Background: an optimization exercise with open tools, aiming at small area. Do not read the settings as production practice. At most, simulation tests tie the RTL to the original design; equivalence was not proved. No activity file was given, so power comes from the tool's default toggle rates.

Setup of rev 12:
==> module ref_subst_lane, before the edit <==
module ref_subst_lane #(
	parameter int bit_depth = 8
) (
	input logic clk,
	input logic arst_n,
	input logic stall,
	input logic [ref_subst_pkg::SAMPLES_PER_BANK*bit_depth-1:0] bank_data,
	input ref_subst_pkg::bank_adr_t bank_adr,
	input ref_subst_pkg::pos4_t bank_pos,
	input logic none_avail,
	input logic fill_t_all,
	input logic fill_l_all,
	input logic rt_ok,
	input logic bt_ok,
	input ref_subst_pkg::pos4_t bt_border_pos,
	input ref_subst_pkg::pos4_t rt_border_pos,
	input logic bp3_top_ok,
	input logic bp3_lft_ok,
	input logic bp2_top_ok,
	input logic bp2_lft_ok,
	input logic [bit_depth-1:0] fill_top,
	input logic [bit_depth-1:0] fill_lft,
	input logic [ref_subst_pkg::SAMPLES_PER_BANK*bit_depth-1:0] bp2_samples,
	input ref_subst_pkg::pos4_t bp2_pos,
	input logic [ref_subst_pkg::SAMPLES_PER_BANK*bit_depth-1:0] bp3_samples,
	input ref_subst_pkg::pos4_t bp3_pos,
	output logic [ref_subst_pkg::SAMPLES_PER_BANK*bit_depth-1:0] sub_bank
);
	localparam int BANK_W = SAMPLES_PER_BANK * bit_depth;
	logic adr_invalid;
	logic is_left_side;
	logic sel_half;
	logic bp3_hit;
	logic bp2_hit;
	logic past_border;
	logic fill_hit;
	logic s_bp3;
	logic s_bp2;
	logic use_bp3;
	logic use_bp2;
	logic use_fill;
	logic use_data;
	logic s_half;
	logic s_data;
	logic s_fill_top;
	logic s_fill_lft;
	logic [bit_depth-1:0] fill_n;
	logic [BANK_W-1:0] sub_next;
	function automatic logic pos_ge(
		input logic [POS4_W-1:0] a,
		input logic [POS4_W-1:0] b
	);
		logic ge;
		ge = 1'b1;
		for (int k = 0; k < POS4_W; k++)
			ge = (a[k] && !b[k]) || (!(a[k] ^ b[k]) && ge);
		pos_ge = ge;
	endfunction
	assign adr_invalid = (bank_adr == ADR_INVALID);
	assign is_left_side = bank_adr[0];
	assign sel_half = adr_invalid || none_avail;
	assign bp3_hit = (is_left_side ? bp3_lft_ok : bp3_top_ok) && (bp3_pos == bank_pos);
	assign bp2_hit = (is_left_side ? bp2_lft_ok : bp2_top_ok) && (bp2_pos == bank_pos);
	assign past_border = is_left_side ? (bt_ok && pos_ge(bank_pos, bt_border_pos))
	                                  : (rt_ok && pos_ge(bank_pos, rt_border_pos));
	assign fill_hit = (is_left_side ? fill_l_all : fill_t_all) || past_border;
	assign use_bp3 = !sel_half && bp3_hit;
	assign use_bp2 = !sel_half && !bp3_hit && bp2_hit;
	assign use_fill = !sel_half && !bp3_hit && !bp2_hit && fill_hit;
	assign use_data = !sel_half && !bp3_hit && !bp2_hit && !fill_hit;
	ref_subst_stall_gate #(
		.N(6)
	) i_stall_gate (
		.stall(stall),
		.use_n(~{use_bp3, use_bp2, use_data, use_fill && !is_left_side, use_fill && is_left_side, sel_half}),
		.sel({s_bp3, s_bp2, s_data, s_fill_top, s_fill_lft, s_half})
	);
	for (genvar k = 0; k < bit_depth; k++) begin : g_fill
		if (k == bit_depth - 1) begin : g_msb
			assign fill_n[k] = !((s_fill_top && fill_top[k]) || (s_fill_lft && fill_lft[k]) || s_half);
		end else begin : g_low
			assign fill_n[k] = !((s_fill_top && fill_top[k]) || (s_fill_lft && fill_lft[k]));
		end
	end
	for (genvar b = 0; b < BANK_W; b++) begin : g_bit
		logic pick_n;
		logic hold_n;
		assign pick_n = !((s_bp3 && bp3_samples[b]) || (s_bp2 && bp2_samples[b]) || (s_data && bank_data[b]));
		assign hold_n = !(stall && sub_bank[b]);
		assign sub_next[b] = !(pick_n && hold_n && fill_n[b % bit_depth]);
	end
	always_ff @(posedge clk or negedge arst_n) begin
		if (!arst_n)
			sub_bank <= '0;
		else
			sub_bank <= sub_next;
	end
endmodule
==> module ref_subst_stall_gate, before the edit <==
module ref_subst_stall_gate #(
	parameter int N = 6
) (
	input logic stall,
	input logic [N-1:0] use_n,
	output logic [N-1:0] sel
);
	assign sel = ~(use_n | {N{stall}});
endmodule
export LEC_CHECK = 0
export CAP_MARGIN = 0
export CORE_AREA = 5 5 255 255
export CTS_BUF_LIST = sky130_fd_sc_hd__clkbuf_8
export CTS_CLUSTER_DIAMETER = 90
export CTS_CLUSTER_SIZE = 12
export DIE_AREA = 0 0 260 260
export GPL_TIMING_DRIVEN = 0
export SETUP_SLACK_MARGIN = 0.2
export SLEW_MARGIN = 0
export SYNTH_HIERARCHICAL = 1
export SYNTH_MINIMUM_KEEP_SIZE = 0
create_clock -name core_clock -period 4.0 [get_ports {clk}]
standard.sh (not shown) runs the stock make flow with config.mk's settings and CLKGATE_MAP_FILE= SYNTH_SCRIPT=/design/flow/synth_recipe.tcl, a recipe that flattens the netlist after the stock synthesis.
==> flow/flow/run.sh <==
#!/bin/bash
# Layout flow: the standard ORFS flow (the make call of standard.sh), with these changes:
#  - synthesis is synth_recipe.tcl's, but abc maps the combinational logic with an
#    area-oriented &nf script (abc_area_nf.script) and the adder extraction is skipped;
#    the registers come from dfflibmap before abc, so they are the standard ones.
#  - every port still gets a buffer, but a buf_1 instead of the default cell.
#  - flow/dont_use.txt, if present, lists cells the flow may not use beyond the platform's list.
#  - flow/make_args.txt, if present, holds more VAR=value settings for make, one per line
#    (@W@ stands for this work folder).
set -euo pipefail
W=$PWD
export MY_ABC_SCRIPT=$W/flow/abc_area_nf.script
DONT_USE=$(make -s -C "$FLOW_HOME" DESIGN_CONFIG="$W/config.mk" WORK_HOME="$W/orfs" print-DONT_USE_CELLS \
  | sed -n 's/^DONT_USE_CELLS: //p')
if [[ -f $W/flow/dont_use.txt ]]; then
  DONT_USE="$DONT_USE $(tr '\n' ' ' < "$W/flow/dont_use.txt")"
fi
echo "DONT_USE_CELLS=$DONT_USE" > "$W/dont_use.log"
EXTRA=()
if [[ -f $W/flow/make_args.txt ]]; then
  mapfile -t EXTRA < <(grep -v '^ *$' "$W/flow/make_args.txt" | sed "s|@W@|$W|g")
fi
make -C "$FLOW_HOME" DESIGN_CONFIG="$W/config.mk" WORK_HOME="$W/orfs" CLKGATE_MAP_FILE= \
  DONT_USE_CELLS="$DONT_USE" \
  SYNTH_SCRIPT="$W/flow/my_synth.tcl" ADDER_MAP_FILE= \
  BUFFER_PORTS_ARGS="-buffer_cell sky130_fd_sc_hd__buf_1" \
  "${EXTRA[@]}" finish > "$W/make_finish.log" 2>&1
R=$W/orfs/results/$FLOW_PLATFORM/ref_subst_top/base
: # left out here: write the final layout as DEF
==> flow/flow/abc_area_nf.script <==
&get -n
&st
&synch2
&nf -R 1000
&put
==> flow/flow/dont_use.txt <==
sky130_fd_sc_hd__buf_6
sky130_fd_sc_hd__buf_8
sky130_fd_sc_hd__buf_12
sky130_fd_sc_hd__buf_16
sky130_fd_sc_hd__bufbuf_8
sky130_fd_sc_hd__bufbuf_16
sky130_fd_sc_hd__bufinv_8
sky130_fd_sc_hd__bufinv_16
sky130_fd_sc_hd__clkbuf_16
==> flow/flow/make_args.txt <==
REMOVE_ABC_BUFFERS=1
==> flow/flow/my_synth.tcl <==
proc synth {args} { yosys synth -nofsm -noshare {*}$args }
# same synthesis as synth_recipe.tcl, with only the abc script for the combinational logic swapped
proc abc {args} {
  set i [lsearch -exact $args -script]
  if { $i >= 0 && [info exists ::env(MY_ABC_SCRIPT)] } {
    lset args [expr { $i + 1 }] $::env(MY_ABC_SCRIPT)
  }
  yosys abc {*}$args
}
source $::env(SCRIPTS_DIR)/synth.tcl
# left out here: clear keep_hierarchy, flatten, clean up, hide names made inside functions, write 1_2_yosys.v
Setup changes, rev 12 to rev 13
--- a/flow/design.v
+++ b/flow/design.v
@@ -60,8 +60,5 @@
 	logic s_bp3;
 	logic s_bp2;
-	logic use_bp3;
-	logic use_bp2;
-	logic use_fill;
-	logic use_data;
+	logic s_fill;
 	logic s_half;
 	logic s_data;
@@ -88,15 +85,11 @@
 	                                  : (rt_ok && pos_ge(bank_pos, rt_border_pos));
 	assign fill_hit = (is_left_side ? fill_l_all : fill_t_all) || past_border;
-	assign use_bp3 = !sel_half && bp3_hit;
-	assign use_bp2 = !sel_half && !bp3_hit && bp2_hit;
-	assign use_fill = !sel_half && !bp3_hit && !bp2_hit && fill_hit;
-	assign use_data = !sel_half && !bp3_hit && !bp2_hit && !fill_hit;
-	ref_subst_stall_gate #(
-		.N(6)
-	) i_stall_gate (
-		.stall(stall),
-		.use_n(~{use_bp3, use_bp2, use_data, use_fill && !is_left_side, use_fill && is_left_side, sel_half}),
-		.sel({s_bp3, s_bp2, s_data, s_fill_top, s_fill_lft, s_half})
-	);
+	assign s_bp3 = !stall && !sel_half && bp3_hit;
+	assign s_bp2 = !stall && !sel_half && !bp3_hit && bp2_hit;
+	assign s_fill = !stall && !sel_half && !bp3_hit && !bp2_hit && fill_hit;
+	assign s_half = !stall && sel_half;
+	assign s_data = !stall && !sel_half && !bp3_hit && !bp2_hit && !fill_hit;
+	assign s_fill_top = s_fill && !is_left_side;
+	assign s_fill_lft = s_fill && is_left_side;
 	for (genvar k = 0; k < bit_depth; k++) begin : g_fill
 		if (k == bit_depth - 1) begin : g_msb
@@ -119,13 +112,4 @@
 			sub_bank <= sub_next;
 	end
-endmodule
-module ref_subst_stall_gate #(
-	parameter int N = 6
-) (
-	input logic stall,
-	input logic [N-1:0] use_n,
-	output logic [N-1:0] sel
-);
-	assign sel = ~(use_n | {N{stall}});
 endmodule
 `timescale 1ns/1ps
[summary]
Looking at the reports, rev 13 completed the entire flow and the layout it produced met the timing, DRC and antenna checks. Delta (rev 13 minus rev 12): global-route wire length before repair shrank by 1.9%, antenna cell count lower. Routed wire length on met3 went down by a little under 10% going from rev 12 to rev 13. Rev 13 vs rev 12: overall power consumption up in rev 13. Rev 13 improves on rev 12 in highest ir drop seen on vdd. Sort rev 13 and rev 12 by cell depth of the worst setup path asc -> top: rev 13.
The RTL of rev 12 was laid out without a check of its function.

## separate check: timing with driven ports
The flow's constraints put no driver on any port. The routed layouts listed below were extracted and timed again, unchanged, in two steps.
Step 1: set_driving_cell puts a clkbuf_16 on clk and a buf_2 on each other input, an assumption about the parent block.
Step 2 moves the port delays by t, midway between the first and last clock arrival at a register: inputs arrive t later, outputs are due t later. That takes back most of the time a late clock gives input paths.
Slacks: no drivers / after step 1 / after step 2; pairs: no drivers / after step 1.
run	t (ns)	slack for setup (ns)	worst setup path at the end	clock arrival spread, ns	worst slew at a driven data input, ns
rev 12	0.673	0.182 / 0.207 / -0.466	input to register	0.038 / 0.038	0.21
rev 13	0.693	0.288 / 0.310 / -0.383	input to register	0.031 / 0.030	0.10
With both steps, setup timing fails in rev 12 and rev 13, where it was met with ideal ports. For rev 13, which loses most, drivers alone change the setup slack by +0.022 ns; drivers and shift together by -0.671 ns.
